Context: an optimization exercise on an open-source flow, tuned for small area, a short achievable clock period and few clock cycles per item. The choices shown serve that exercise and are no tape-out recipe. Function was not checked in any run shown here: the RTL went through the layout flow alone.

**design.v**
```verilog
package aes_pkg;
    localparam int block_width = 128;
    localparam int word_width  = 32;
    localparam int byte_width  = 8;
    localparam int round_width = 4;
    localparam logic [round_width-1:0] num_rounds = 4'd10;
    localparam logic [byte_width-1:0] rcon_init = 8'h01;
    typedef union packed {
        logic [0:block_width/byte_width-1][byte_width-1:0] bytes;
        logic [0:block_width/word_width-1][word_width-1:0] words;
    } aes_state_t;
    function automatic logic [byte_width-1:0] xtime(input logic [byte_width-1:0] b);
        xtime = {b[byte_width-2:0], 1'b0} ^ (8'h1b & {byte_width{b[byte_width-1]}});
    endfunction
endpackage
module aes_sbox (
    input  logic [7:0] a,
    output logic [7:0] y
);
    logic U0, U1, U2, U3, U4, U5, U6, U7;
    logic T1, T2, T3, T4, T5, T6, T7, T8, T9, T10, T11, T12;
    logic T13, T14, T15, T16, T17, T18, T19, T20, T21, T22, T23, T24;
    logic T25, T26, T27, M1, M2, M3, M4, M5, M6, M7, M8, M9;
    logic M10, M11, M12, M13, M14, M15, M16, M17, M18, M19, M20, M21;
    logic M22, M23, M37, M38, M39, M40, M41, M42, M43, M44, M45, M46;
    logic M47, M48, M49, M50, M51, M52, M53, M54, M55, M56, M57, M58;
    logic M59, M60, M61, M62, M63, L0, L1, L2, L3, L4, L5, L6;
    logic L7, L8, L9, L10, L11, L12, L13, L14, L15, L16, L17, L18;
    logic L19, L20, L21, L22, L23, L24, L25, L26, L27, L28, L29;
    logic S0, S1, S2, S3, S4, S5, S6, S7;
    localparam logic [15:0] inv_tt_37 = 16'hf650;
    localparam logic [15:0] inv_tt_38 = 16'hc9f0;
    localparam logic [15:0] inv_tt_39 = 16'h8eca;
    localparam logic [15:0] inv_tt_40 = 16'hea26;
    localparam logic [15:0] inv_tt_41 = 16'h23d6;
    localparam logic [15:0] inv_tt_42 = 16'h789a;
    localparam logic [15:0] inv_tt_43 = 16'h3fa0;
    localparam logic [15:0] inv_tt_44 = 16'h64ec;
    localparam logic [15:0] inv_tt_45 = 16'h5b4c;
    assign {U0, U1, U2, U3, U4, U5, U6, U7} = a;
    assign T1 = U0 ^ U3;
    assign T2 = U0 ^ U5;
    assign T3 = U0 ^ U6;
    assign T4 = U3 ^ U5;
    assign T5 = U4 ^ U6;
    assign T6 = T1 ^ T5;
    assign T7 = U1 ^ U2;
    assign T8 = U7 ^ T6;
    assign T9 = U7 ^ T7;
    assign T10 = T6 ^ T7;
    assign T11 = U1 ^ U5;
    assign T12 = U2 ^ U5;
    assign T13 = T3 ^ T4;
    assign T14 = T6 ^ T11;
    assign T15 = T5 ^ T11;
    assign T16 = T5 ^ T12;
    assign T17 = T9 ^ T16;
    assign T18 = U3 ^ U7;
    assign T19 = T7 ^ T18;
    assign T20 = T1 ^ T19;
    assign T21 = U6 ^ U7;
    assign T22 = T7 ^ T21;
    assign T23 = T2 ^ T22;
    assign T24 = T2 ^ T10;
    assign T25 = T20 ^ T17;
    assign T26 = T3 ^ T16;
    assign T27 = T1 ^ T12;
    assign M1 = T13 & T6;
    assign M2 = T23 & T8;
    assign M3 = T14 ^ M1;
    assign M4 = T19 & U7;
    assign M5 = M4 ^ M1;
    assign M6 = T3 & T16;
    assign M7 = T22 & T9;
    assign M8 = T26 ^ M6;
    assign M9 = T20 & T17;
    assign M10 = M9 ^ M6;
    assign M11 = T1 & T15;
    assign M12 = T4 & T27;
    assign M13 = M12 ^ M11;
    assign M14 = T2 & T10;
    assign M15 = M14 ^ M11;
    assign M16 = M3 ^ M2;
    assign M17 = M5 ^ T24;
    assign M18 = M8 ^ M7;
    assign M19 = M10 ^ M15;
    assign M20 = M16 ^ M13;
    assign M21 = M17 ^ M15;
    assign M22 = M18 ^ M13;
    assign M23 = M19 ^ T25;
    assign M37 = inv_tt_37[{M20, M21, M22, M23}];
    assign M38 = inv_tt_38[{M20, M21, M22, M23}];
    assign M39 = inv_tt_39[{M20, M21, M22, M23}];
    assign M40 = inv_tt_40[{M20, M21, M22, M23}];
    assign M41 = inv_tt_41[{M20, M21, M22, M23}];
    assign M42 = inv_tt_42[{M20, M21, M22, M23}];
    assign M43 = inv_tt_43[{M20, M21, M22, M23}];
    assign M44 = inv_tt_44[{M20, M21, M22, M23}];
    assign M45 = inv_tt_45[{M20, M21, M22, M23}];
    assign M46 = M44 & T6;
    assign M47 = M40 & T8;
    assign M48 = M39 & U7;
    assign M49 = M43 & T16;
    assign M50 = M38 & T9;
    assign M51 = M37 & T17;
    assign M52 = M42 & T15;
    assign M53 = M45 & T27;
    assign M54 = M41 & T10;
    assign M55 = M44 & T13;
    assign M56 = M40 & T23;
    assign M57 = M39 & T19;
    assign M58 = M43 & T3;
    assign M59 = M38 & T22;
    assign M60 = M37 & T20;
    assign M61 = M42 & T1;
    assign M62 = M45 & T4;
    assign M63 = M41 & T2;
    assign L0 = M61 ^ M62;
    assign L1 = M50 ^ M56;
    assign L2 = M46 ^ M48;
    assign L3 = M47 ^ M55;
    assign L4 = M54 ^ M58;
    assign L5 = M49 ^ M61;
    assign L6 = M62 ^ L5;
    assign L7 = M46 ^ L3;
    assign L8 = M51 ^ M59;
    assign L9 = M52 ^ M53;
    assign L10 = M53 ^ L4;
    assign L11 = M60 ^ L2;
    assign L12 = M48 ^ M51;
    assign L13 = M50 ^ L0;
    assign L14 = M52 ^ M61;
    assign L15 = M55 ^ L1;
    assign L16 = M56 ^ L0;
    assign L17 = M57 ^ L1;
    assign L18 = M58 ^ L8;
    assign L19 = M63 ^ L4;
    assign L20 = L0 ^ L1;
    assign L21 = L1 ^ L7;
    assign L22 = L3 ^ L12;
    assign L23 = L18 ^ L2;
    assign L24 = L15 ^ L9;
    assign L25 = L6 ^ L10;
    assign L26 = L7 ^ L9;
    assign L27 = L8 ^ L10;
    assign L28 = L11 ^ L14;
    assign L29 = L11 ^ L17;
    assign S0 = L6 ^ L24;
    assign S1 = ~(L16 ^ L26);
    assign S2 = ~(L19 ^ L28);
    assign S3 = L6 ^ L21;
    assign S4 = L20 ^ L22;
    assign S5 = L25 ^ L29;
    assign S6 = ~(L13 ^ L27);
    assign S7 = ~(L6 ^ L23);
    assign y = {S0, S1, S2, S3, S4, S5, S6, S7};
endmodule
`timescale 1ns/100ps
module aes_ctrl (
    input  logic clk,
    input  logic rst,
    input  logic start,
    input  logic last_round,
    output logic load,
    output logic step,
    output logic valid
);
    logic running;
    assign load = start && !running;
    assign step = running;
    always_ff @(posedge clk or posedge rst) begin
        if (rst) begin
            running <= 1'b0;
            valid   <= 1'b0;
        end else begin
            valid <= running && last_round;
            if (load) begin
                running <= 1'b1;
            end else if (running && last_round) begin
                running <= 1'b0;
            end
        end
    end
endmodule
`timescale 1ns/100ps
module aes_round_counter (
    input  logic                           clk,
    input  logic                           rst,
    input  logic                           load,
    input  logic                           step,
    output logic                           last_round,
    output logic [aes_pkg::byte_width-1:0] rcon
);
    logic [aes_pkg::round_width-1:0] count;
    always_ff @(posedge clk or posedge rst) begin
        if (rst) begin
            count <= '0;
            rcon  <= '0;
        end else if (load) begin
            count <= {{(aes_pkg::round_width-1){1'b0}}, 1'b1};
            rcon  <= aes_pkg::rcon_init;
        end else if (step) begin
            count <= count + 1'b1;
            rcon  <= aes_pkg::xtime(rcon);
        end
    end
    assign last_round = (count == aes_pkg::num_rounds);
endmodule
`timescale 1ns/100ps
module aes_key_schedule (
    input  logic                            clk,
    input  logic                            load,
    input  logic [aes_pkg::block_width-1:0] key,
    input  logic [aes_pkg::byte_width-1:0]  rcon,
    output aes_pkg::aes_state_t             round_key,
    output aes_pkg::aes_state_t             next_key
);
    localparam int word_bytes = aes_pkg::word_width / aes_pkg::byte_width;
    logic [aes_pkg::word_width-1:0] rot_word;
    logic [aes_pkg::word_width-1:0] sub_word;
    logic [aes_pkg::word_width-1:0] w0_rcon;
    assign rot_word = {round_key.words[3][aes_pkg::word_width-aes_pkg::byte_width-1:0],
                       round_key.words[3][aes_pkg::word_width-1 -: aes_pkg::byte_width]};
    for (genvar i = 0; i < word_bytes; i++) begin : g_sbox
        aes_sbox i_sbox (
            .a (rot_word[aes_pkg::byte_width*i +: aes_pkg::byte_width]),
            .y (sub_word[aes_pkg::byte_width*i +: aes_pkg::byte_width])
        );
    end
    assign w0_rcon = round_key.words[0] ^ {rcon, {(aes_pkg::word_width-aes_pkg::byte_width){1'b0}}};
    logic [aes_pkg::word_width-1:0] w01, w012, w0123;
    assign w01   = w0_rcon ^ round_key.words[1];
    assign w012  = w01 ^ round_key.words[2];
    assign w0123 = w012 ^ round_key.words[3];
    always_comb begin
        next_key.words[0] = w0_rcon ^ sub_word;
        next_key.words[1] = w01 ^ sub_word;
        next_key.words[2] = w012 ^ sub_word;
        next_key.words[3] = w0123 ^ sub_word;
    end
    always_ff @(posedge clk) begin
        if (load) begin
            round_key <= key;
        end else begin
            round_key <= next_key;
        end
    end
endmodule
`timescale 1ns/100ps
module aes_round (
    input  logic                            clk,
    input  logic                            rst,
    input  logic                            load,
    input  logic                            step,
    input  logic                            last_round,
    input  logic [aes_pkg::block_width-1:0] plaintext,
    input  aes_pkg::aes_state_t             round_key,
    input  aes_pkg::aes_state_t             next_key,
    output aes_pkg::aes_state_t             state
);
    localparam int num_bytes = aes_pkg::block_width / aes_pkg::byte_width;
    localparam int num_cols  = aes_pkg::block_width / aes_pkg::word_width;
    aes_pkg::aes_state_t cur_state;
    aes_pkg::aes_state_t add_state;
    aes_pkg::aes_state_t sub_state;
    aes_pkg::aes_state_t shift_state;
    aes_pkg::aes_state_t mix_state;
    function automatic logic [aes_pkg::word_width-1:0] mix_column(
        input logic [aes_pkg::word_width-1:0] col
    );
        logic [aes_pkg::byte_width-1:0] a0, a1, a2, a3;
        logic [aes_pkg::byte_width-1:0] s0, s1, s2, s3;
        {a0, a1, a2, a3} = col;
        s0 = a0 ^ a1;
        s1 = a1 ^ a2;
        s2 = a2 ^ a3;
        s3 = a3 ^ a0;
        mix_column = {aes_pkg::xtime(s0) ^ (s2 ^ a1),
                      aes_pkg::xtime(s1) ^ (s3 ^ a2),
                      aes_pkg::xtime(s2) ^ (s0 ^ a3),
                      aes_pkg::xtime(s3) ^ (s1 ^ a0)};
    endfunction
    assign add_state = cur_state ^ round_key;
    for (genvar i = 0; i < num_bytes; i++) begin : g_sbox
        aes_sbox i_sbox (
            .a (add_state.bytes[i]),
            .y (sub_state.bytes[i])
        );
    end
    always_comb begin
        for (int c = 0; c < num_cols; c++) begin
            for (int r = 0; r < num_cols; r++) begin
                shift_state.bytes[num_cols*c + r] =
                    sub_state.bytes[num_cols*((c + r) % num_cols) + r];
            end
        end
    end
    always_comb begin
        for (int c = 0; c < num_cols; c++) begin
            mix_state.words[c] = mix_column(shift_state.words[c]);
        end
    end
    always_ff @(posedge clk) begin
        if (load) begin
            cur_state <= plaintext;
        end else begin
            cur_state <= mix_state;
        end
    end
    always_ff @(posedge clk or posedge rst) begin
        if (rst) begin
            state <= '0;
        end else if (step && last_round) begin
            state <= shift_state ^ next_key;
        end
    end
endmodule
`timescale 1ns/100ps
module aes_core (
    input  logic                            clk,
    input  logic                            rst,
    input  logic                            start,
    input  logic [aes_pkg::block_width-1:0] plaintext,
    input  logic [aes_pkg::block_width-1:0] key,
    output logic [aes_pkg::block_width-1:0] ciphertext,
    output logic                            valid
);
    logic                           load;
    logic                           step;
    logic                           last_round;
    logic [aes_pkg::byte_width-1:0] rcon;
    aes_pkg::aes_state_t            round_key;
    aes_pkg::aes_state_t            next_key;
    aes_ctrl i_aes_ctrl (
        .clk        (clk),
        .rst        (rst),
        .start      (start),
        .last_round (last_round),
        .load       (load),
        .step       (step),
        .valid      (valid)
    );
    aes_round_counter i_aes_round_counter (
        .clk        (clk),
        .rst        (rst),
        .load       (load),
        .step       (step),
        .last_round (last_round),
        .rcon       (rcon)
    );
    aes_key_schedule i_aes_key_schedule (
        .clk       (clk),
        .load      (load),
        .key       (key),
        .rcon      (rcon),
        .round_key (round_key),
        .next_key  (next_key)
    );
    aes_round i_aes_round (
        .clk        (clk),
        .rst        (rst),
        .load       (load),
        .step       (step),
        .last_round (last_round),
        .plaintext  (plaintext),
        .round_key  (round_key),
        .next_key   (next_key),
        .state      (ciphertext)
    );
endmodule
```
**flow/run.sh**
```bash
#!/bin/bash
# Standard ORFS layout with these changes:
#  - synthesis maps the logic with its own ABC script
#    (flow/abc_area.script: delay-oriented mapping with some area
#    recovery), which suits this XOR-heavy design far better than
#    the stock scripts;
#  - synthesis skips the half/full-adder extraction, which would
#    freeze XOR/AND pairs of the S-boxes into slow adder cells;
#  - every port still gets its own buffer, but the smallest one.
# The registers and their names are those of the standard synthesis.
# make's output goes to make_finish.log; each ORFS step writes its
# own full log under orfs/logs/.
set -euo pipefail
WORK=$(pwd)
rm -rf "$WORK/scripts_mod"
cp -r "$FLOW_HOME/scripts" "$WORK/scripts_mod"
cp "$WORK/flow/abc_area.script" "$WORK/scripts_mod/abc_area.script"
bash "$WORK/standard.sh" SCRIPTS_DIR="$WORK/scripts_mod" ABC_AREA=1 ADDER_MAP_FILE= \
    BUFFER_PORTS_ARGS="-buffer_cell sky130_fd_sc_hd__buf_1" \
    finish > "$WORK/make_finish.log" 2>&1
```
**flow/abc_area.script**
```
strash
dc2
&get -n
&dch
&nf -p -R 50
&put
topo
stime -c
buffer -c
upsize -c
dnsize -c
```
**standard.sh**
```bash
#!/bin/bash
# synth_recipe.tcl (not shown) runs the flow's synth.tcl, then flattens the netlist and writes it again
# the make line also repeats each setting of config.mk as NAME=value (left out here)
make -C /OpenROAD-flow-scripts/flow DESIGN_CONFIG=/design/flow/config.mk WORK_HOME=/design/flow/orfs CLKGATE_MAP_FILE= SYNTH_SCRIPT=/design/flow/synth_recipe.tcl "${@:-finish}"
```
**config.mk**
```make
export PLATFORM = sky130hd
export DESIGN_NAME = aes_core
export DESIGN_NICKNAME = aes_core
export VERILOG_FILES = /design/flow/design.v
export SDC_FILE = /design/flow/constraint.sdc
export NUM_CORES = 8
export LEC_CHECK = 0
export ABC_AREA = 1
export CAP_MARGIN = 20
export CORE_MARGIN = 2
export CORE_UTILIZATION = 45
export SETUP_SLACK_MARGIN = 1.25
export SLEW_MARGIN = 20
```
**constraint.sdc**
```tcl
create_clock -name core_clock -period 7.0 [get_ports {clk}]
set_input_delay 1.4000 -clock core_clock [delete_from_list [all_inputs] [get_ports {clk}]]
set_output_delay 1.4000 -clock core_clock [all_outputs]
set_load 0.01 [all_outputs]
```
==> qor.txt, run 1 <==
count leader, synth - xnor2_1
core area - 88,200 sq um
drt total wl - 142,000 microns
Mapped Nets - 4,968
GRT Util Overall - 0.302
Area growth, synth to finish - 17.3%
unrepaired setup endpoints after global routing - true
Arr. time, crit path - 6.09 ns
Clock Skews - 0.0607 ns
CTS hold repair buffers - 0
die footprint - 91,400 sq um
Mapped Cells - 4,709
clock root buffer - clkbuf_16
Initial DRC Count - 2,725
max incr delay on CP - 0.55 ns
CP Cell Sequence - xor2_1 > xor2_1 > nor2_1 > xnor2_1 > xnor2_1 > xnor2_2 > o21ai_1 > xnor2_1 > nor2_1 > xnor2_2 > xnor2_2 > xnor2_2 > xnor2_1 > xnor2_2 > xor2_2 > xor2_2 > xor2_2 > xor2_1 > o21ai_1
Avg WL per Cell - 22.4 microns
top-area cell type share of the netlist area - 0.302
mux cell area share after synthesis - 0.0115
Top FF cell, synth - dfxtp_1
final hold slack - 0.480 ns
status - timing/DRC/antenna clean
Nets - 5,411
Yosys cell types - 68
Synth area leader - xnor2_1
Critical Path RT - 7.48 ns
Worst setup startpoint - i_aes_key_schedule.round_key[6]
initial antenna violation count - 3
asr flop ratio synth - 0.357
RD Place Congestion - 0.996
FF+latch count, synth - 398
clock period minus worst slack - 5.61 ns
TritonCTS clock tree - built
Sink Count - 398
Synth Area in XOR/XNOR - 0.543
Worst path most repeated cell - xnor2_2
Post-Syn Area - 40,100 sq um
hold_sp - i_aes_round.state[115]
Final Hold Fails - 0
DRC viols - 0
largest family of logic cells by synthesized area - XOR/XNOR gates
slew margin rel. - 0.309
Crit Path Category - reg -> reg
drt via density - 5.16
Pre-Repair DR Iteration Count - 8
Startpoint Class - flop
layout cell share with drive strength beyond 1 - 0.134
post-DP HPWL - 118,000 microns
Simple-Gate Fraction of Synth Area - 0.138
worst min path class - reg -> reg
Port Buffers - 387
Synth Area in Compound Gates - 0.0754
synth cell count leaders - xnor2_1 (1,382), nor2_1 (728), xor2_1 (691)
Post-Syn Area per Cell - 8.51 sq um
Max-Cap Viols - 0
Post-synth EDFFs - 0
H-tree depth - 2
ANT nets after route - 0
f_max - 178 MHz
total number of vias - 32.8k
Synth Area in Adders - 0
final core utilization - 0.533
Core Rows - 109
first-pass GRT wire length - 204,000 microns
Worst-path clk slew - 0.06 ns
die height - 302 microns
Initial Util - 0.454
Setup crit end kind - flop
crit share post-route - 0.801
# setup viols final - 0
number of global-route vias before repair - 31.4k
RR Startpoint - i_aes_key_schedule.round_key[6]
Boundary Pins - 388
Least-Margin Pin Slew - 1.03 ns
Final Max Tran Viols - 0
post-synthesis sequential area ratio - 0.217
Max Buffers Root-to-Sink - 3
pin count of the biggest net entering global routing - 189
Worst path slowest cell - dfxtp_1
Die X - 302 microns
synth warn - 4
Setup TNS - 0 ns
Max FO, Critical Path - 8
clock latency (worst-skew pair) - 0.65 ns
GRT Residual Overflow - 0
largest cells by area after synthesis - xnor2_1 (30%), xor2_1 (15%), dfxtp_1 (13%)
CTS Buf Count - 49
-- logic make-up after synthesis --
group	count (synthesis)
XOR/XNOR	2272
AND/OR/NAND/NOR	1302
AO/OA/AOI/OAI	558
flip-flops	398
buffers and inverters	138
multiplexers	41
-- final cells by class --
| cell class | instances | area (sq um) |
|---|---|---|
| fillers | 8337 | 41200 |
| multi-input cells | 4173 | 32600 |
| flip-flops and latches | 398 | 8700 |
| repair buffers | 503 | 2370 |
| well taps | 1165 | 1460 |
| clock buffers | 65 | 1400 |
| clock inverters | 27 | 358 |
| inverters | 27 | 111 |
| diodes | 1 | 2.50 |
-- cells in the final DEF, fill, tap and decap left out, drive strengths merged, types with 4 or more instances in the layout --
cell	instances
a22oi	5
o22a	6
a21oi	395
a31oi	5
bufinv	6
clkinv	11
dfxtp	256
a22o	6
inv	32
xnor2	1530
nand2b	57
a32oi	5
nand3	9
buf	503
clkinvlp	5
o21ai	91
dfrtp	142
xor2	741
and2	34
a32o	4
mux2	40
or3	5
and3	4
nor2b	75
o22ai	11
and2b	8
nor3	24
clkbuf	65
nand2	327
a21o	4
or2	16
nor2	736
-- worst paths after layout --
kind	endpoint	slack (ns)	depth (start not counted)
setup reg to reg	i_aes_round.state[10]	1.39	19
hold / removal	i_aes_round.state[115]	0.48	2
hold reg to reg	i_aes_round.state[115]	0.48	2
max in group asynchronous	i_aes_round.state[83]	4.97	3
setup / recovery	i_aes_round.state[10]	1.39	19
min in group asynchronous	i_aes_round.state[124]	0.79	2
-- worst max-delay path, delay by kind of cell (launching register included) --
family / cells / cell delay [ns]
DFF: 1 / 0.55
AOI/OAI and AO/OA: 2 / 0.21
and+or+nand+nor: 2 / 0.26
xor gates and xnor gates: 15 / 4.43
-- sequential cells by signal, indices dropped and copies added, names as in the netlist --
register,cells
i_aes_ctrl.valid,1
i_aes_ctrl.running,1
i_aes_round.cur_state,128
i_aes_key_schedule.round_key,128
i_aes_round_counter.rcon,8
i_aes_round_counter.count,4
i_aes_round.state,128
-- timing repair --
| item | 4_1_cts | 5_1_grt |
|---|---|---|
| endpoints found under the hold margin | 0 | 0 |
| cloned | 0 | 0 |
| endpoints found under the setup margin | 65 | 222 |
| buffers inserted | 4 | 22 |
| resized for setup | 41 | 198 |
| pin swaps | 4 | 16 |
-- stage by stage --
step	std cells	setup slack, ns	area (sq um)
after floorplan	4709	1.79	40100
after global placement	6240	0.265	43200
after detailed placement	6240	0.550	43200
after CTS	6336	1.09	45300
after global routing	6358	1.11	47000
final	6359	1.39	47000
-- routing by layer --
layer / up-vias / track usage / part of all wire
met1: 15640 / 0.413 / 0.44
met4: 4 / 0.119 / 0.044
li1: 15705 / - / -
met3: 237 / 0.0382 / 0.067
met2: 1228 / 0.483 / 0.45
met5: - / 0 / 0.00017
==> run 2: changes to the inputs <==
--- a/design.v
+++ b/design.v
@@ -20,23 +20,17 @@
     logic U0, U1, U2, U3, U4, U5, U6, U7;
     logic T1, T2, T3, T4, T5, T6, T7, T8, T9, T10, T11, T12;
     logic T13, T14, T15, T16, T17, T18, T19, T20, T21, T22, T23, T24;
-    logic T25, T26, T27, M1, M2, M3, M4, M5, M6, M7, M8, M9;
-    logic M10, M11, M12, M13, M14, M15, M16, M17, M18, M19, M20, M21;
-    logic M22, M23, M37, M38, M39, M40, M41, M42, M43, M44, M45, M46;
-    logic M47, M48, M49, M50, M51, M52, M53, M54, M55, M56, M57, M58;
-    logic M59, M60, M61, M62, M63, L0, L1, L2, L3, L4, L5, L6;
-    logic L7, L8, L9, L10, L11, L12, L13, L14, L15, L16, L17, L18;
-    logic L19, L20, L21, L22, L23, L24, L25, L26, L27, L28, L29;
+    logic T25, T26, T27;
+    logic M1, M2, M3, M4, M5, M6, M7, M8, M9, M10, M11, M12;
+    logic M13, M14, M15, M16, M17, M18, M19, M20, M21, M22, M23, M24;
+    logic M25, M26, M27, M28, M29, M30, M31, M32, M33, M34, M35, M36;
+    logic M37, M38, M39, M40, M41, M42, M43, M44, M45, M46, M47, M48;
+    logic M49, M50, M51, M52, M53, M54, M55, M56, M57, M58, M59, M60;
+    logic M61, M62, M63;
+    logic L0, L1, L2, L3, L4, L5, L6, L7, L8, L9, L10, L11;
+    logic L12, L13, L14, L15, L16, L17, L18, L19, L20, L21, L22, L23;
+    logic L24, L25, L26, L27, L28, L29;
     logic S0, S1, S2, S3, S4, S5, S6, S7;
-    localparam logic [15:0] inv_tt_37 = 16'hf650;
-    localparam logic [15:0] inv_tt_38 = 16'hc9f0;
-    localparam logic [15:0] inv_tt_39 = 16'h8eca;
-    localparam logic [15:0] inv_tt_40 = 16'hea26;
-    localparam logic [15:0] inv_tt_41 = 16'h23d6;
-    localparam logic [15:0] inv_tt_42 = 16'h789a;
-    localparam logic [15:0] inv_tt_43 = 16'h3fa0;
-    localparam logic [15:0] inv_tt_44 = 16'h64ec;
-    localparam logic [15:0] inv_tt_45 = 16'h5b4c;
     assign {U0, U1, U2, U3, U4, U5, U6, U7} = a;
     assign T1 = U0 ^ U3;
     assign T2 = U0 ^ U5;
@@ -88,15 +82,28 @@
     assign M21 = M17 ^ M15;
     assign M22 = M18 ^ M13;
     assign M23 = M19 ^ T25;
-    assign M37 = inv_tt_37[{M20, M21, M22, M23}];
-    assign M38 = inv_tt_38[{M20, M21, M22, M23}];
-    assign M39 = inv_tt_39[{M20, M21, M22, M23}];
-    assign M40 = inv_tt_40[{M20, M21, M22, M23}];
-    assign M41 = inv_tt_41[{M20, M21, M22, M23}];
-    assign M42 = inv_tt_42[{M20, M21, M22, M23}];
-    assign M43 = inv_tt_43[{M20, M21, M22, M23}];
-    assign M44 = inv_tt_44[{M20, M21, M22, M23}];
-    assign M45 = inv_tt_45[{M20, M21, M22, M23}];
+    assign M24 = M22 ^ M23;
+    assign M25 = M22 & M20;
+    assign M26 = M21 ^ M25;
+    assign M27 = M20 ^ M21;
+    assign M28 = M23 ^ M25;
+    assign M29 = M28 & M27;
+    assign M30 = M26 & M24;
+    assign M31 = M20 & M23;
+    assign M32 = M27 & M31;
+    assign M33 = M27 ^ M25;
+    assign M34 = M21 & M22;
+    assign M35 = M24 & M34;
+    assign M36 = M24 ^ M25;
+    assign M37 = M21 ^ M29;
+    assign M38 = M32 ^ M33;
+    assign M39 = M23 ^ M30;
+    assign M40 = M35 ^ M36;
+    assign M41 = M38 ^ M40;
+    assign M42 = M37 ^ M39;
+    assign M43 = M37 ^ M38;
+    assign M44 = M39 ^ M40;
+    assign M45 = M42 ^ M41;
     assign M46 = M44 & T6;
     assign M47 = M40 & T8;
     assign M48 = M39 & U7;
@@ -228,15 +235,14 @@
         );
     end
     assign w0_rcon = round_key.words[0] ^ {rcon, {(aes_pkg::word_width-aes_pkg::byte_width){1'b0}}};
-    logic [aes_pkg::word_width-1:0] w01, w012, w0123;
-    assign w01   = w0_rcon ^ round_key.words[1];
-    assign w012  = w01 ^ round_key.words[2];
-    assign w0123 = w012 ^ round_key.words[3];
+    logic [aes_pkg::word_width-1:0] w01, w23;
+    assign w01 = w0_rcon ^ round_key.words[1];
+    assign w23 = round_key.words[2] ^ round_key.words[3];
     always_comb begin
         next_key.words[0] = w0_rcon ^ sub_word;
         next_key.words[1] = w01 ^ sub_word;
-        next_key.words[2] = w012 ^ sub_word;
-        next_key.words[3] = w0123 ^ sub_word;
+        next_key.words[2] = round_key.words[2] ^ next_key.words[1];
+        next_key.words[3] = w23 ^ next_key.words[1];
     end
     always_ff @(posedge clk) begin
         if (load) begin
==> run 2 against run 1 <==
Sequential share of layout area shrank 0.74 points. Wire length is 0.50% lower. Count of clock-buffer cells in the layout grew 5. Critical path depth up 4. Flip-flop and latch count is the same. Hold slack gained 0.0055 ns. Design area rose by 4.3%. Maximum frequency decreased by 1.6%. Clock skew is 0.036 ns lower. First-iteration DRC count fell by 8.7%.
==> qor.txt, run 2 <==
status - timing/DRC/antenna clean
DRC viols - 0
Area growth, synth to finish - 24.7%
Largest regs - i_aes_key_schedule.round_key (128), i_aes_round.cur_state (128), i_aes_round.state (128)
Worst-path clk slew - 0.07 ns
TritonCTS clock tree - built
GRT Residual Overflow - 0
ANT nets after route - 0
synth cell count leaders - xnor2_1 (1,435), nor2_1 (833), xor2_1 (672)
Final Hold Fails - 0
Avg WL per Cell - 22.1 microns
unrepaired setup endpoints after global routing - true
Post-Syn Area per Cell - 8.41 sq um
Port Buffers - 387
Max FO, Critical Path - 6
Core Rows - 108
Pre-Repair DR Iteration Count - 5
layout cell share with drive strength beyond 1 - 0.163
Boundary Pins - 388
count leader, synth - xnor2_1
Die X - 299 microns
top-area cell type share of the netlist area - 0.320
Worst Hold Endpoint - i_aes_round.state[93]
core area - 86,600 sq um
setup ws final - 1.30 ns
r2r setup slk - 1.30 ns
Startpoint Class - flop
RR Endpoint - i_aes_round.cur_state[82]
post-synthesis sequential area ratio - 0.221
hold depth - 2
GR Util met2 - 0.484
Sink Count - 398
Max Buffers Root-to-Sink - 3
Post-Syn Area - 39,300 sq um
crit share post-route - 0.815
Initial Util - 0.454
clock root buffer - clkbuf_16
RR Startpoint - i_aes_key_schedule.round_key[103]
Top FF cell, synth - dfxtp_1
Nets - 5,477
most common cell after layout, fill and taps aside - xnor2_1
busiest grt layer - met2
Initial DRC Count - 2,489
hold_sp - i_aes_round.state[93]
H-tree depth - 2
f_max - 175 MHz
drt via density - 5.10
Clock Skews - 0.0248 ns
Setup crit end kind - flop
total number of vias - 32.7k
number of global-route vias before repair - 31.6k
Least-Margin Pin Slew - 0.872 ns
GRT Util Overall - 0.303
FF+latch count, synth - 398
Critical Path RT - 7.50 ns
Mapped Nets - 4,933
Mapped Cells - 4,674
Final Max Tran Viols - 0
Crit Path Category - reg -> reg
first-pass GRT wire length - 203,000 microns
largest cells by area after synthesis - xnor2_1 (32%), xor2_1 (15%), dfxtp_1 (13%)
asr flop ratio synth - 0.357
Arr. time, crit path - 6.20 ns
# setup viols final - 0
initial antenna violation count - 0
commonest non-fill, non-tap cells in the layout - xnor2_1 (1,246), nor2_1 (828), xor2_1 (556)
worst min path class - reg -> reg
RD Place Congestion - 1.00
Setup TNS - 0 ns
clock period minus worst slack - 5.70 ns
die height - 299 microns
synth warn - 4
DP Area - 42,500 sq um
final instance area - 49,000 sq um
slew margin rel. - 0.419
pin count of the biggest net entering global routing - 162
met3 usage - 0.0319
CTS Buf Count - 49
Post-synth EDFFs - 0
clock latency (worst-skew pair) - 0.61 ns
setup slack at placement - 0.552 ns
reg2reg path depth - 23
Synth area leader - xnor2_1
drt total wl - 142,000 microns
die footprint - 89,700 sq um
post-DP HPWL - 116,000 microns
Max-Cap Viols - 0
Yosys cell types - 60
GR Layer Usage met1 - 0.418
==> run 2: cell count changes after synthesis, moves of 11 or more <==
| cell | delta |
|---|---|
| nor2_1 | +105 |
| xnor2_1 | +53 |
| a21oi_1 | -43 |
| mux2_2 | -38 |
| nand2_1 | -25 |
| and2_1 | -22 |
| xor2_1 | -19 |
| xnor2_2 | -17 |
| nor3_1 | -11 |
==> run 2: how the worst max path moves through the flow <==
stage | end | slack [ns] | depth (start not counted) | from
after floorplan | i_aes_ctrl.running | 1.79 | 1 | rst
after global placement | i_aes_round.state[13] | 0.55 | 21 | i_aes_key_schedule.round_key[5]
after detailed placement | i_aes_round.state[18] | 0.55 | 21 | i_aes_key_schedule.round_key[15]
after CTS | i_aes_round.cur_state[67] | 1.20 | 19 | i_aes_key_schedule.round_key[92]
after global routing | i_aes_round.state[23] | 1.03 | 26 | i_aes_key_schedule.round_key[14]
final | i_aes_round.cur_state[82] | 1.30 | 23 | i_aes_key_schedule.round_key[103]
==> run 2: final cells by class <==
type                    count  area [sq um]
flip-flops and latches    398          8710
clock inverters            21           260
multi-input cells        4139         33800
repair buffers            601          3200
fillers                  7874         37600
inverters                  29           119
clock buffers              70          1470
diodes                      1          2.50
well taps                1155          1450
==> run 2: per-layer routing <==
layer	wire, microns	part of all wire
met1	61800	0.44
met2	64700	0.46
met3	8570	0.060
met4	6630	0.047
met5	0	0
==> run 2: through the flow <==
stage	hold WS, ns	util	instances
final	0.486	0.566	6414
after CTS	0.487	0.524	6318
after detailed placement	0.472	0.491	6208
after global routing	0.496	0.566	6413
after floorplan	0.457	-	4674
after global placement	0.462	0.491	6208
==> run 2: cell families after synthesis <==
kind of cell    synth area share
compound gates            0.0680
xor+xnor                   0.554
mux                      0.00261
simple gates               0.141
buf+inv                   0.0143
flops                      0.221
==> run 2: timing repair <==
| item | 4_1_cts | 5_1_grt |
|---|---|---|
| setup endpoints to repair | 169 | 241 |
| setup buffers | 19 | 95 |
| gates cloned | 0 | 0 |
| gates resized for setup | 121 | 355 |
| pin swaps | 12 | 62 |
| hold buffers | 0 | 0 |
==> run 2: critical path, cell delays in order, from the launching register on <==
cell and delay, ns:
dfxtp_1 0.51, xor2_4 0.39, xor2_4 0.27, xor2_2 0.30, xnor2_1 0.22, nor2_1 0.09
xnor2_1 0.15, xnor2_1 0.14, xnor2_1 0.32, nor2_1 0.07, nor2_1 0.18, xor2_2 0.33
xnor2_2 0.21, xnor2_2 0.16, nor2_2 0.09, xnor2_4 0.32, xor2_4 0.39, xor2_1 0.29
xnor2_2 0.08, buf_4 0.17, xnor2_2 0.30, xnor2_1 0.15, xnor2_1 0.14, a21oi_1 0.30
==> run 3: changes to the inputs <==
--- a/design.v
+++ b/design.v
@@ -235,14 +235,11 @@
         );
     end
     assign w0_rcon = round_key.words[0] ^ {rcon, {(aes_pkg::word_width-aes_pkg::byte_width){1'b0}}};
-    logic [aes_pkg::word_width-1:0] w01, w23;
-    assign w01 = w0_rcon ^ round_key.words[1];
-    assign w23 = round_key.words[2] ^ round_key.words[3];
     always_comb begin
         next_key.words[0] = w0_rcon ^ sub_word;
-        next_key.words[1] = w01 ^ sub_word;
+        next_key.words[1] = round_key.words[1] ^ next_key.words[0];
         next_key.words[2] = round_key.words[2] ^ next_key.words[1];
-        next_key.words[3] = w23 ^ next_key.words[1];
+        next_key.words[3] = round_key.words[3] ^ next_key.words[2];
     end
     always_ff @(posedge clk) begin
         if (load) begin
@@ -275,16 +272,17 @@
         input logic [aes_pkg::word_width-1:0] col
     );
         logic [aes_pkg::byte_width-1:0] a0, a1, a2, a3;
-        logic [aes_pkg::byte_width-1:0] s0, s1, s2, s3;
+        logic [aes_pkg::byte_width-1:0] s0, s1, s2, s3, t;
         {a0, a1, a2, a3} = col;
         s0 = a0 ^ a1;
         s1 = a1 ^ a2;
         s2 = a2 ^ a3;
         s3 = a3 ^ a0;
-        mix_column = {aes_pkg::xtime(s0) ^ (s2 ^ a1),
-                      aes_pkg::xtime(s1) ^ (s3 ^ a2),
-                      aes_pkg::xtime(s2) ^ (s0 ^ a3),
-                      aes_pkg::xtime(s3) ^ (s1 ^ a0)};
+        t  = s0 ^ s2;
+        mix_column = {a0 ^ t ^ aes_pkg::xtime(s0),
+                      a1 ^ t ^ aes_pkg::xtime(s1),
+                      a2 ^ t ^ aes_pkg::xtime(s2),
+                      a3 ^ t ^ aes_pkg::xtime(s3)};
     endfunction
     assign add_state = cur_state ^ round_key;
     for (genvar i = 0; i < num_bytes; i++) begin : g_sbox
==> flow/run.sh (replaced) <==
#!/bin/bash
# Standard ORFS layout, with one change: synthesis maps the logic
# with an area-oriented ABC script (flow/abc_area.script), which
# suits this XOR-heavy design far better than the stock scripts.
# Registers, their names and the rest of the flow are unchanged.
set -euo pipefail
WORK=$(pwd)
rm -rf "$WORK/scripts_mod"
cp -r "$FLOW_HOME/scripts" "$WORK/scripts_mod"
cp "$WORK/flow/abc_area.script" "$WORK/scripts_mod/abc_area.script"
bash "$WORK/standard.sh" SCRIPTS_DIR="$WORK/scripts_mod" ABC_AREA=1 finish > "$WORK/make_finish.log" 2>&1
==> flow/abc_area.script (replaced) <==
strash
dc2
dch
amap
topo
stime -c
buffer -c
upsize -c
dnsize -c
--- a/config.mk
+++ b/config.mk
@@ -8,6 +8,6 @@
 export ABC_AREA = 1
 export CAP_MARGIN = 20
 export CORE_MARGIN = 2
-export CORE_UTILIZATION = 45
-export SETUP_SLACK_MARGIN = 1.25
+export CORE_UTILIZATION = 55
+export SETUP_SLACK_MARGIN = 2.0
 export SLEW_MARGIN = 20
==> run 3 against run 2 <==
The flow now stops in global routing. Area after synthesis rose by 2.2%. Synthesized cell count is 42% higher.
==> qor.txt, run 3 <==
status - stopped before the end
Exit stage - global routing
Tool Error - [ERROR DPL-0038] Utilization greater than 100%, impossible to legalize
pin count of the biggest net entering global routing - 175
Synth area leader - nor2_1
Max Buffers Root-to-Sink - 3
Top FF cell, synth - dfxtp_1
dpl cells - 8,010
Die X - 274 microns
CTS Buf Count - 48
Post-Syn Area per Cell - 6.07 sq um
post-DP HPWL - 149,000 microns
Core Rows - 99
setup slack at placement - -0.0210 ns
die height - 274 microns
largest cells by area after synthesis - nor2_1 (15%), dfxtp_1 (13%), o22ai_1 (12%)
synth cell count leaders - nor2_1 (1,611), a21oi_1 (974), inv_1 (827)
Mapped Nets - 6,919
Sink Count - 398
post-synthesis sequential area ratio - 0.216
top-area cell type share of the netlist area - 0.151
DP Area - 50,300 sq um
H-tree depth - 2
Initial Util - 0.553
FF+latch count, synth - 398
count leader, synth - nor2_1
clock root buffer - clkbuf_16
Boundary Pins - 388
Yosys cell types - 62
RD Place Congestion - 1.16
Post-synth EDFFs - 0
Post-Syn Area - 40,200 sq um
Mapped Cells - 6,618
Port Buffers - 387
synth warn - 4
post-GRT worst EP - i_aes_key_schedule.round_key[22]$_DFF_P_/D
asr flop ratio synth - 0.357
category of the worst endpoint - sequential cell input
run 3: kinds of logic after synthesis:
family,synth area share
flip-flops,0.216
adder cells (fa/ha/maj),0.0131
AO/OA/AOI/OAI,0.445
XOR/XNOR,0.00894
buffers and inverters,0.107
AND/OR/NAND/NOR,0.209
run 3: how the worst max path moves through the flow:
stage / startpoint / end / slack (ns) / cells after the start
4_1_cts: i_aes_key_schedule.round_key[4] / i_aes_round.state[10] / 1.11 / 39
3_5_place_dp: i_aes_key_schedule.round_key[17] / i_aes_round.state[30] / -0.02 / 36
2_1_floorplan: i_aes_key_schedule.round_key[86] / i_aes_round.cur_state[123] / 1.49 / 39
3_3_place_gp: i_aes_key_schedule.round_key[22] / i_aes_round.state[30] / 0.02 / 39
run 3: repair_timing:
| item | CTS |
|---|---|
| pin swaps | 168 |
| setup buffers | 382 |
| cloned | 0 |
| gates resized for setup | 647 |
| hold buffers | 0 |
| setup endpoints to repair | 378 |
run 3: stage by stage:
stage / util
floorplan: -
global placement: 0.692
detailed placement: 0.692
CTS: 0.796
==> run 4: changes to the inputs <==
--- a/config.mk
+++ b/config.mk
@@ -8,6 +8,5 @@
 export ABC_AREA = 1
 export CAP_MARGIN = 20
 export CORE_MARGIN = 2
-export CORE_UTILIZATION = 55
-export SETUP_SLACK_MARGIN = 2.0
+export CORE_UTILIZATION = 40
 export SLEW_MARGIN = 20
==> run 4 against run 3 <==
The run now finishes clean. Synthesized cell count is the same. Area after synthesis unchanged.
==> qor.txt, run 4 <==
top-area cell type share of the netlist area - 0.151
ANT nets after route - 0
clock period minus worst slack - 6.63 ns
number of global-route vias before repair - 43.6k
RD Place Congestion - 1.02
slew margin rel. - 0.280
Port Buffers - 387
unrepaired setup endpoints after global routing - true
# setup viols final - 0
asr flop ratio synth - 0.357
DRC viols - 0
die height - 321 microns
core area - 99,900 sq um
Sink Count - 398
status - timing/DRC/antenna clean
drt total wl - 193,000 microns
Post-Syn Area per Cell - 6.07 sq um
pin count of the biggest net entering global routing - 170
Max-Cap Viols - 0
post-synthesis sequential area ratio - 0.216
Crit Path Category - reg -> reg
Die X - 321 microns
commonest non-fill, non-tap cells in the layout - nor2_1 (1,603), a21oi_1 (882), inv_1 (816)
Clock Skews - 0.0203 ns
post-DP HPWL - 161,000 microns
Yosys cell types - 62
Final Hold Fails - 0
Setup crit end kind - flop
setup slack at placement - -0.225 ns
non-filler instance count after layout - 8,858
Arr. time, crit path - 7.16 ns
Max FO, Critical Path - 5
Max Buffers Root-to-Sink - 3
Largest regs - i_aes_key_schedule.round_key (128), i_aes_round.cur_state (128), i_aes_round.state (128)
layout cell share with drive strength beyond 1 - 0.193
Avg WL per Cell - 21.8 microns
Critical Path RT - 7.54 ns
n_diodes - 0
final hold slack - 0.470 ns
Startpoint Class - flop
crit share post-route - 0.946
GRT Residual Overflow - 0
count leader, synth - nor2_1
FF+latch count, synth - 398
synth warn - 4
Worst-path clk slew - 0.07 ns
drt via density - 5.57
total number of vias - 49.4k
setup ws final - 0.375 ns
largest family of logic cells by synthesized area - compound AO/OA/AOI/OAI gates
Initial Util - 0.402
Mapped Nets - 6,919
clock root buffer - clkbuf_16
TritonCTS clock tree - built
Top FF cell, synth - dfxtp_1
Post-Syn Area - 40,200 sq um
Area growth, synth to finish - 31.3%
CTS hold repair buffers - 0
most common cell after layout, fill and taps aside - nor2_1
worst min path class - reg -> reg
Initial DRC Count - 4,647
Worst path slowest cell - a21oi_1
final instance area - 52,800 sq um
mux cell area share after synthesis - 0
max incr delay on CP - 0.51 ns
worst path bufs/invs - 8
CTS Buf Count - 52
first-pass GRT wire length - 275,000 microns
H-tree depth - 2
GRT Util Overall - 0.356
Pre-Repair DR Iteration Count - 5
DP Area - 49,300 sq um
Least-Margin Pin Slew - 1.08 ns
Post-synth EDFFs - 0
Synth Area in Adders - 0.0131
clock latency (worst-skew pair) - 0.66 ns
Core Rows - 116
Boundary Pins - 388
Setup TNS - 0 ns
initial antenna violation count - 5
die footprint - 103,000 sq um
Simple-Gate Fraction of Synth Area - 0.209
dpl cells - 8,733
f_max - 151 MHz
largest cells by area after synthesis - nor2_1 (15%), dfxtp_1 (13%), o22ai_1 (12%)
Synth Area in XOR/XNOR - 0.00894
Mapped Cells - 6,618
Worst path most repeated cell - nor2_1
Synth area leader - nor2_1
Top Family by Delay on Critical Path - compound AO/OA/AOI/OAI gates
final core utilization - 0.528
synth cell count leaders - nor2_1 (1,611), a21oi_1 (974), inv_1 (827)
Final Max Tran Viols - 0
Nets - 7,817
Synth Area in Compound Gates - 0.445
run 4: cell counts after synthesis:
Identical to the previous run, type by type.
run 4: path summary, 6_finish.rpt:
path	end	start	slack [ns]	cells past startpoint
max	i_aes_round.cur_state[117]	i_aes_round.cur_state[47]	0.37	33
min reg2reg	i_aes_round_counter.count[3]	i_aes_round_counter.count[3]	0.47	1
max in group asynchronous	i_aes_round.state[38]	rst	4.70	3
min	i_aes_round_counter.count[3]	i_aes_round_counter.count[3]	0.47	1
min in group asynchronous	i_aes_round.state[89]	rst	1.21	2
max reg2reg	i_aes_round.cur_state[117]	i_aes_round.cur_state[47]	0.37	33
run 4: worst reg2reg max path, delay by kind of cell (launching register included):
kind | cells | cell delay, ns
AO/OA/AOI/OAI | 16 | 3.98
XOR/XNOR | 1 | 0.18
adder cells (fa/ha/maj) | 1 | 0.29
buffers and inverters | 8 | 0.94
flip-flops | 1 | 0.48
AND/OR/NAND/NOR | 7 | 0.65
run 4: kinds of logic (layout without fill, tap and decap cells):
group                      after synthesis  after routing
xor gates and xnor gates                41             41
DFF                                    398            398
adders and majority gates               42             42
AOI/OAI and AO/OA                     2838           2838
buffers and inverters                 1135           2077
and+or+nand+nor                       2164           2164
run 4: cell type report:
| type | count | area [sq um] |
|---|---|---|
| Clock inverter | 24 | 245 |
| Timing Repair Buffer | 933 | 8050 |
| Multi-Input combinational cell | 5085 | 28600 |
| Clock buffer | 74 | 1560 |
| Inverter | 1046 | 3940 |
| Fill cell | 10164 | 47100 |
| Sequential cell | 398 | 8700 |
| Tap cell | 1298 | 1620 |
run 4: timing repair:
item	4_1_cts	5_1_grt
gates resized for setup	3	322
buffers inserted	0	27
pin swaps	0	5
setup endpoints to repair	5	217
run 4: metal layers:
layer,GRT usage,vias to the layer above,part of all wire
met5,0,-,0
met4,0.122,0,0.041
met3,0.0596,309,0.085
met2,0.556,1910,0.43
met1,0.495,22138,0.44
li1,-,25010,-
==> run 5: changes to the inputs <==
--- a/design.v
+++ b/design.v
@@ -216,36 +216,38 @@
 `timescale 1ns/100ps
 module aes_key_schedule (
     input  logic                            clk,
+    input  logic                            rst,
     input  logic                            load,
+    input  logic                            step,
     input  logic [aes_pkg::block_width-1:0] key,
     input  logic [aes_pkg::byte_width-1:0]  rcon,
-    output aes_pkg::aes_state_t             round_key,
-    output aes_pkg::aes_state_t             next_key
+    output aes_pkg::aes_state_t             round_key
 );
     localparam int word_bytes = aes_pkg::word_width / aes_pkg::byte_width;
+    aes_pkg::aes_state_t prev_key;
     logic [aes_pkg::word_width-1:0] rot_word;
     logic [aes_pkg::word_width-1:0] sub_word;
-    logic [aes_pkg::word_width-1:0] w0_rcon;
-    assign rot_word = {round_key.words[3][aes_pkg::word_width-aes_pkg::byte_width-1:0],
-                       round_key.words[3][aes_pkg::word_width-1 -: aes_pkg::byte_width]};
+    logic [aes_pkg::word_width-1:0] temp_word;
+    assign rot_word = {prev_key.words[3][aes_pkg::word_width-aes_pkg::byte_width-1:0],
+                       prev_key.words[3][aes_pkg::word_width-1 -: aes_pkg::byte_width]};
     for (genvar i = 0; i < word_bytes; i++) begin : g_sbox
         aes_sbox i_sbox (
             .a (rot_word[aes_pkg::byte_width*i +: aes_pkg::byte_width]),
             .y (sub_word[aes_pkg::byte_width*i +: aes_pkg::byte_width])
         );
     end
-    assign w0_rcon = round_key.words[0] ^ {rcon, {(aes_pkg::word_width-aes_pkg::byte_width){1'b0}}};
+    assign temp_word = sub_word ^ {rcon, {(aes_pkg::word_width-aes_pkg::byte_width){1'b0}}};
     always_comb begin
-        next_key.words[0] = w0_rcon ^ sub_word;
-        next_key.words[1] = round_key.words[1] ^ next_key.words[0];
-        next_key.words[2] = round_key.words[2] ^ next_key.words[1];
-        next_key.words[3] = round_key.words[3] ^ next_key.words[2];
+        round_key.words[0] = prev_key.words[0] ^ temp_word;
+        round_key.words[1] = prev_key.words[1] ^ round_key.words[0];
+        round_key.words[2] = prev_key.words[2] ^ round_key.words[1];
+        round_key.words[3] = prev_key.words[3] ^ round_key.words[2];
     end
     always_ff @(posedge clk) begin
         if (load) begin
-            round_key <= key;
+            prev_key <= key;
         end else begin
-            round_key <= next_key;
+            prev_key <= round_key;
         end
     end
 endmodule
@@ -257,37 +259,35 @@
     input  logic                            step,
     input  logic                            last_round,
     input  logic [aes_pkg::block_width-1:0] plaintext,
+    input  logic [aes_pkg::block_width-1:0] key,
     input  aes_pkg::aes_state_t             round_key,
-    input  aes_pkg::aes_state_t             next_key,
     output aes_pkg::aes_state_t             state
 );
     localparam int num_bytes = aes_pkg::block_width / aes_pkg::byte_width;
     localparam int num_cols  = aes_pkg::block_width / aes_pkg::word_width;
     aes_pkg::aes_state_t cur_state;
-    aes_pkg::aes_state_t add_state;
     aes_pkg::aes_state_t sub_state;
     aes_pkg::aes_state_t shift_state;
     aes_pkg::aes_state_t mix_state;
+    aes_pkg::aes_state_t round_out;
     function automatic logic [aes_pkg::word_width-1:0] mix_column(
         input logic [aes_pkg::word_width-1:0] col
     );
         logic [aes_pkg::byte_width-1:0] a0, a1, a2, a3;
-        logic [aes_pkg::byte_width-1:0] s0, s1, s2, s3, t;
+        logic [aes_pkg::byte_width-1:0] d0, d1, d2, d3;
         {a0, a1, a2, a3} = col;
-        s0 = a0 ^ a1;
-        s1 = a1 ^ a2;
-        s2 = a2 ^ a3;
-        s3 = a3 ^ a0;
-        t  = s0 ^ s2;
-        mix_column = {a0 ^ t ^ aes_pkg::xtime(s0),
-                      a1 ^ t ^ aes_pkg::xtime(s1),
-                      a2 ^ t ^ aes_pkg::xtime(s2),
-                      a3 ^ t ^ aes_pkg::xtime(s3)};
+        d0 = aes_pkg::xtime(a0);
+        d1 = aes_pkg::xtime(a1);
+        d2 = aes_pkg::xtime(a2);
+        d3 = aes_pkg::xtime(a3);
+        mix_column = {d0 ^ d1 ^ a1 ^ a2 ^ a3,
+                a0 ^ d1 ^ d2 ^ a2 ^ a3,
+                a0 ^ a1 ^ d2 ^ d3 ^ a3,
+                d0 ^ a0 ^ a1 ^ a2 ^ d3};
     endfunction
-    assign add_state = cur_state ^ round_key;
     for (genvar i = 0; i < num_bytes; i++) begin : g_sbox
         aes_sbox i_sbox (
-            .a (add_state.bytes[i]),
+            .a (cur_state.bytes[i]),
             .y (sub_state.bytes[i])
         );
     end
@@ -304,18 +304,19 @@
             mix_state.words[c] = mix_column(shift_state.words[c]);
         end
     end
+    assign round_out = (last_round ? shift_state : mix_state) ^ round_key;
     always_ff @(posedge clk) begin
         if (load) begin
-            cur_state <= plaintext;
+            cur_state <= plaintext ^ key;
         end else begin
-            cur_state <= mix_state;
+            cur_state <= round_out;
         end
     end
     always_ff @(posedge clk or posedge rst) begin
         if (rst) begin
             state <= '0;
         end else if (step && last_round) begin
-            state <= shift_state ^ next_key;
+            state <= round_out;
         end
     end
 endmodule
@@ -334,7 +335,6 @@
     logic                           last_round;
     logic [aes_pkg::byte_width-1:0] rcon;
     aes_pkg::aes_state_t            round_key;
-    aes_pkg::aes_state_t            next_key;
     aes_ctrl i_aes_ctrl (
         .clk        (clk),
         .rst        (rst),
@@ -354,11 +354,12 @@
     );
     aes_key_schedule i_aes_key_schedule (
         .clk       (clk),
+        .rst       (rst),
         .load      (load),
+        .step      (step),
         .key       (key),
         .rcon      (rcon),
-        .round_key (round_key),
-        .next_key  (next_key)
+        .round_key (round_key)
     );
     aes_round i_aes_round (
         .clk        (clk),
@@ -367,8 +368,8 @@
         .step       (step),
         .last_round (last_round),
         .plaintext  (plaintext),
+        .key        (key),
         .round_key  (round_key),
-        .next_key   (next_key),
         .state      (ciphertext)
     );
 endmodule
==> run.sh (new file) <==
#!/bin/bash
# synth_recipe.tcl (not shown) runs the flow's synth.tcl, then flattens the netlist and writes it again
# the make line also repeats each setting of config.mk as NAME=value (left out here)
make -C /OpenROAD-flow-scripts/flow DESIGN_CONFIG=/design/flow/config.mk WORK_HOME=/design/flow/orfs CLKGATE_MAP_FILE= SYNTH_SCRIPT=/design/flow/synth_recipe.tcl finish
removed: flow/run.sh
removed: flow/abc_area.script
removed: standard.sh
==> run 5 against run 4 <==
Synthesized cell count is 76% higher. Setup slack better by 0.16 ns. Critical path depth fell by 1. Via count rose by 52%.
==> qor.txt, run 5 <==
slew margin rel. - 0.229
H-tree depth - 2
Max Buffers Root-to-Sink - 3
post-synthesis sequential area ratio - 0.142
setup ws final - 0.530 ns
drt via density - 5.35
Setup TNS - 0 ns
crit share post-route - 0.924
CTS hold repair buffers - 0
RR Endpoint - i_aes_key_schedule.prev_key[29]
Nets - 12.2k
Initial Util - 0.403
final instance area - 68,900 sq um
number of global-route vias before repair - 66.7k
DRC viols - 0
Setup crit end kind - flop
Max FO, Critical Path - 7
initial antenna violation count - 17
Post-CTS Setup Bufs - 0
RD Place Congestion - 1.10
top-area cell type share of the netlist area - 0.368
GRT Util Overall - 0.360
status - timing/DRC/antenna clean
synth warn - 4
# setup viols final - 0
RR Startpoint - i_aes_key_schedule.prev_key[18]
die height - 395 microns
commonest non-fill, non-tap cells in the layout - nand2_1 (5,993), nand3_1 (1,934), inv_1 (1,103)
Port Buffers - 387
worst min path class - reg -> reg
Critical Path RT - 7.49 ns
clock root buffer - clkbuf_16
max incr delay on CP - 0.90 ns
f_max - 155 MHz
Mapped Cells - 11.7k
core area - 152,000 sq um
Synth Area in Adders - 0.00859
Sink Count - 398
post-DP HPWL - 249,000 microns
CTS Buf Count - 56
clock latency (worst-skew pair) - 0.71 ns
Largest regs - i_aes_key_schedule.prev_key (128), i_aes_round.cur_state (128), i_aes_round.state (128)
first-pass GRT wire length - 425,000 microns
Final Max Tran Viols - 0
Synth Area in Compound Gates - 0.0196
clock period minus worst slack - 6.47 ns
setup slack at placement - 0.781 ns
Worst-path clk slew - 0.06 ns
largest family of logic cells by synthesized area - simple AND/OR/NAND/NOR gates
dpl cells - 13.9k
Startpoint Class - flop
Yosys cell types - 53
Worst path most repeated cell - nand2_1
mux cell area share after synthesis - 0
Synth area leader - nand2_1
Arr. time, crit path - 6.96 ns
FF+latch count, synth - 398
Least-Margin Pin Slew - 1.14 ns
Crit Path Category - reg -> reg
Boundary Pins - 388
post-cts resize count - 0
Mapped Nets - 12.0k
r2r setup slk - 0.53 ns
hold_sp - i_aes_round.state[29]
reg2reg path depth - 32
ANT nets after route - 0
Synth Area in XOR/XNOR - 0.135
Final Hold Fails - 0
Simple-Gate Fraction of Synth Area - 0.604
final core utilization - 0.454
Initial DRC Count - 7,820
drt total wl - 293,000 microns
Worst Hold Endpoint - i_aes_round.state[29]
synth cell count leaders - nand2_1 (5,993), nand3_1 (1,935), inv_1 (1,105)
Post-Syn Area - 61,200 sq um
asr flop ratio synth - 0.357
unrepaired setup endpoints after global routing - false
largest cells by area after synthesis - nand2_1 (37%), nand3_1 (16%), dfxtp_1 (8.4%)
Pre-Repair DR Iteration Count - 8
die footprint - 156,000 sq um
Max-Cap Viols - 0
Post-Syn Area per Cell - 5.24 sq um
most common cell after layout, fill and taps aside - nand2_1
Top FF cell, synth - dfxtp_1
Core Rows - 143
Worst path slowest cell - o21ai_0
DP Area - 66,900 sq um
Post-synth EDFFs - 0
final hold slack - 0.479 ns
layout cell share with drive strength beyond 1 - 0.0534
count leader, synth - nand2_1
GRT Residual Overflow - 0
Avg WL per Cell - 20.9 microns
Clock Skews - 0.0543 ns
Area growth, synth to finish - 12.6%
TritonCTS clock tree - built
pin count of the biggest net entering global routing - 102
Die X - 395 microns
non-filler instance count after layout - 14.0k
total number of vias - 75.0k
hold depth - 2
[run 5: changes by cell type after synthesis, moves of 155 or more]
cell / previous run / this run
xor2_1: 18 / 483
a21oi_2: 156 / 1
xnor2_1: 23 / 292
nor2_1: 1611 / 276
nand2_1: 449 / 5993
o22ai_1: 800 / 4
a21oi_1: 974 / 23
nand3_1: 1 / 1935
o22a_1: 231 / 0
inv_1: 827 / 1105
nand2_2: 4 / 221
[run 5: how the worst max path moves through the flow]
| stage | start | end | cells past startpoint |
|---|---|---|---|
| after floorplan | rst | i_aes_ctrl.running | 1 |
| after global placement | i_aes_key_schedule.prev_key[18] | i_aes_key_schedule.prev_key[29] | 32 |
| after detailed placement | i_aes_key_schedule.prev_key[18] | i_aes_key_schedule.prev_key[24] | 31 |
| after CTS | i_aes_round.cur_state[77] | i_aes_round.cur_state[30] | 34 |
| after global routing | i_aes_round.cur_state[77] | i_aes_round.cur_state[30] | 34 |
| final | i_aes_key_schedule.prev_key[18] | i_aes_key_schedule.prev_key[29] | 32 |
[run 5: cell type report]
type / count / area, sq um
Tap cell: 2030 / 2540
Sequential cell: 398 / 8680
Inverter: 1201 / 4530
Clock buffer: 69 / 1520
Antenna cell: 5 / 12.5
Timing Repair Buffer: 420 / 4160
Clock inverter: 37 / 482
Multi-Input combinational cell: 9865 / 47000
Fill cell: 16664 / 83000
[run 5: metal layers]
metal,up-vias,share of wire,track usage
met4,14,0.054,0.164
met5,-,0.00031,0
met2,2986,0.43,0.557
met3,516,0.086,0.0664
li1,36980,-,-
met1,34543,0.43,0.485
[run 5: critical path: cells and delay by family (launching register included)]
family	cells	cell delay, ns
compound gates	2	1.01
xor+xnor	5	1.51
fa+ha+maj	1	0.29
buf+inv	4	0.53
flops	1	0.30
simple gates	20	2.61
[run 5: logic make-up (layout without fill, tap and decap cells)]
logic type                 count (synthesis)  in the layout
and+or+nand+nor                         8740           8740
buffers and inverters                   1407           1727
xor gates and xnor gates                 858            858
DFF                                      398            398
AOI/OAI and AO/OA                        225            225
adders and majority gates                 42             42
other                                      0              5
==> run 6: changes to the inputs <==
--- a/config.mk
+++ b/config.mk
@@ -5,7 +5,6 @@
 export SDC_FILE = /design/flow/constraint.sdc
 export NUM_CORES = 8
 export LEC_CHECK = 0
-export ABC_AREA = 1
 export CAP_MARGIN = 20
 export CORE_MARGIN = 2
 export CORE_UTILIZATION = 40
==> run 6 against run 5 <==
Still clean on timing, DRC and antenna. Count of clock-buffer cells in the layout stayed put. Setup slack worse by 0.32 ns. Die area is 2.9% higher. Clock skew is 0.018 ns lower. Global-route usage is 1.7 points lower. Highest routed layer unchanged.
==> qor.txt, run 6 <==
initial antenna violation count - 10
CTS Buf Count - 54
post-synthesis sequential area ratio - 0.138
area of the multi-input gates - 51,900 sq um
Post-CTS Setup Bufs - 0
Clock Skews - 0.0362 ns
H-tree depth - 2
reg2reg path depth - 18
Synth area leader - xnor2_1
die height - 401 microns
drt total wl - 289,000 microns
Pre-Repair DR Iteration Count - 7
clock period minus worst slack - 6.79 ns
number of global-route vias before repair - 60.1k
Critical Path RT - 7.52 ns
unrepaired setup endpoints after global routing - false
Largest regs - i_aes_key_schedule.prev_key (128), i_aes_round.cur_state (128), i_aes_round.state (128)
ANT nets after route - 0
RD Place Congestion - 1.00
Boundary Pins - 388
Crit Path Category - reg -> reg
status - timing/DRC/antenna clean
largest cells by area after synthesis - xnor2_1 (17%), xor2_1 (9.1%), xnor3_1 (9.1%)
r2r setup slk - 0.21 ns
synth warn - 4
RR Startpoint - i_aes_round.cur_state[51]
count leader, synth - xnor2_1
Post-Syn Area per Cell - 7.97 sq um
Least-Margin Pin Slew - 1.14 ns
Final Hold Fails - 0
Sink Count - 398
layout cell share with drive strength beyond 1 - 0.135
Yosys cell types - 120
Worst-path clk slew - 0.06 ns
core area - 156,000 sq um
Mapped Cells - 7,912
Mapped Nets - 8,213
FF+latch count, synth - 398
Nets - 8,916
Post-Syn Area - 63,000 sq um
die footprint - 161,000 sq um
Core Rows - 145
most common cell after layout, fill and taps aside - xnor2_1
DRC viols - 0
Avg WL per Cell - 27.0 microns
post-DP HPWL - 233,000 microns
Port Buffers - 387
asr flop ratio synth - 0.357
hold_sp - i_aes_round.state[4]
top-area cell type share of the netlist area - 0.173
Arr. time, crit path - 7.32 ns
pin count of the biggest net entering global routing - 88
worst min path class - reg -> reg
GRT Util Overall - 0.344
Setup crit end kind - flop
dpl cells - 10.6k
Max Buffers Root-to-Sink - 3
crit share post-route - 0.970
hold depth - 2
Worst Hold Endpoint - i_aes_round.state[4]
fillers - 15.4k
GRT Residual Overflow - 0
drt via density - 6.02
# setup viols final - 0
TritonCTS clock tree - built
final core utilization - 0.481
Max-Cap Viols - 0
non-filler instance count after layout - 10.7k
slew margin rel. - 0.236
clock root buffer - clkbuf_16
commonest non-fill, non-tap cells in the layout - xnor2_1 (1,234), nand2_1 (818), buf_4 (781)
Max FO, Critical Path - 8
Top FF cell, synth - dfxtp_1
total number of vias - 64.5k
Final Max Tran Viols - 0
f_max - 147 MHz
Initial DRC Count - 7,352
clock latency (worst-skew pair) - 0.69 ns
Startpoint Class - flop
first-pass GRT wire length - 417,000 microns
synth cell count leaders - xnor2_1 (1,243), nand2_1 (820), xor2_1 (656)
final instance area - 75,300 sq um
Initial Util - 0.403
Area growth, synth to finish - 19.4%
RR Endpoint - i_aes_round.cur_state[82]
Die X - 401 microns
Post-synth EDFFs - 0
register area - 8680 sq um
DP Area - 73,300 sq um
## run 6: layout make-up
| class | count | share of cell area |
|---|---|---|
| repair buffers | 1179 | 0.132 |
| inverters | 81 | 0.00411 |
| diodes | 2 | 0.0000665 |
| clock buffers | 69 | 0.0196 |
| clock inverters | 31 | 0.00490 |
| well taps | 2058 | 0.0342 |
| flip-flops and latches | 398 | 0.115 |
| multi-input cells | 6901 | 0.689 |
## run 6: per-stage QoR
stage	setup slack (ns)	setup TNS [ns]	hold slack, ns
after floorplan	0.933	0	0.466
after CTS	0.0549	0	0.484
after detailed placement	-0.0310	-0.0326	0.468
after global placement	-0.228	-0.228	0.464
after global routing	0.0144	0	0.503
final	0.207	0	0.483
## run 6: kinds of logic after synthesis
logic type	share of synthesized area
compound gates	0.212
xor+xnor	0.406
mux	0.0257
fa+ha+maj	0.0117
flops	0.138
buf+inv	0.0418
simple gates	0.165
## run 6: what timing repair did
| item | in CTS | in global routing |
|---|---|---|
| hold endpoints to repair | 0 | 0 |
| endpoints found under the setup margin | 2 | 15 |
| cloned | 0 | 0 |
| hold buffers | 0 | 0 |
| resized for setup | 3 | 24 |
## run 6: how the worst max path moves through the flow
| stage | endpoint | cells past startpoint | start |
|---|---|---|---|
| CTS | i_aes_round.cur_state[42] | 20 | i_aes_round.cur_state[57] |
| global route | i_aes_round.cur_state[3] | 19 | i_aes_round.cur_state[25] |
| floorplan | i_aes_round.cur_state[20] | 24 | i_aes_round.cur_state[76] |
| finish | i_aes_round.cur_state[82] | 18 | i_aes_round.cur_state[51] |
| global placement | i_aes_round.cur_state[77] | 17 | i_aes_round.cur_state[92] |
| detailed placement | i_aes_round.cur_state[77] | 17 | i_aes_round.cur_state[92] |
## run 6: metal layers
layer	global-route usage	vias to the layer above	part of all wire
met1	0.466	31300	0.42
met4	0.140	6	0.048
li1	-	29380	-
met3	0.0729	536	0.099
met2	0.530	3318	0.44
met5	0	-	0.00013
## run 6: critical path, stage by stage (launching register included)
cell,delay (ns)
dfxtp_1,0.55
xnor2_2,0.20
xnor2_1,0.66
xor2_1,0.32
ha_1,0.29
xnor3_1,0.47
xnor3_1,0.26
nor3_1,0.81
a311oi_1,0.22
a311oi_1,0.48
nor4_4,0.14
xnor2_1,0.38
xnor3_1,0.40
xor2_1,0.29
xnor3_1,0.27
xnor3_1,0.20
o21ai_0,0.39
xor2_1,0.19
a21oi_1,0.08

re-timing with driven ports:
In the flow no input, the clock included, has a driving cell. The finished layouts below were timed again as built, in two steps. Step 1, drivers: a clkbuf_16 drives clk and a buf_2 each remaining input, both assumed. Step 2 times the ports against the registers' clock, not the clock port: input delays grow and output delays shrink by t, the midpoint of the rising clock arrivals with the driver on. Slacks: no drivers / after step 1 / after step 2; pairs: no drivers / after step 1.
| run | t, ns | setup WS [ns] | slew at the worst register clock pin (ns) |
|---|---|---|---|
| run 1 | 0.684 | 1.392 / 1.392 / 1.392 | 0.07 / 0.07 |
| run 2 | 0.669 | 1.298 / 1.298 / 1.298 | 0.07 / 0.07 |
| run 4 | 0.712 | 0.375 / 0.375 / 0.375 | 0.07 / 0.07 |
| run 5 | 0.768 | 0.530 / 0.530 / 0.530 | 0.07 / 0.07 |
| run 6 | 0.758 | 0.207 / 0.207 / 0.207 | 0.07 / 0.07 |
After both steps setup and hold are still met in every run listed.
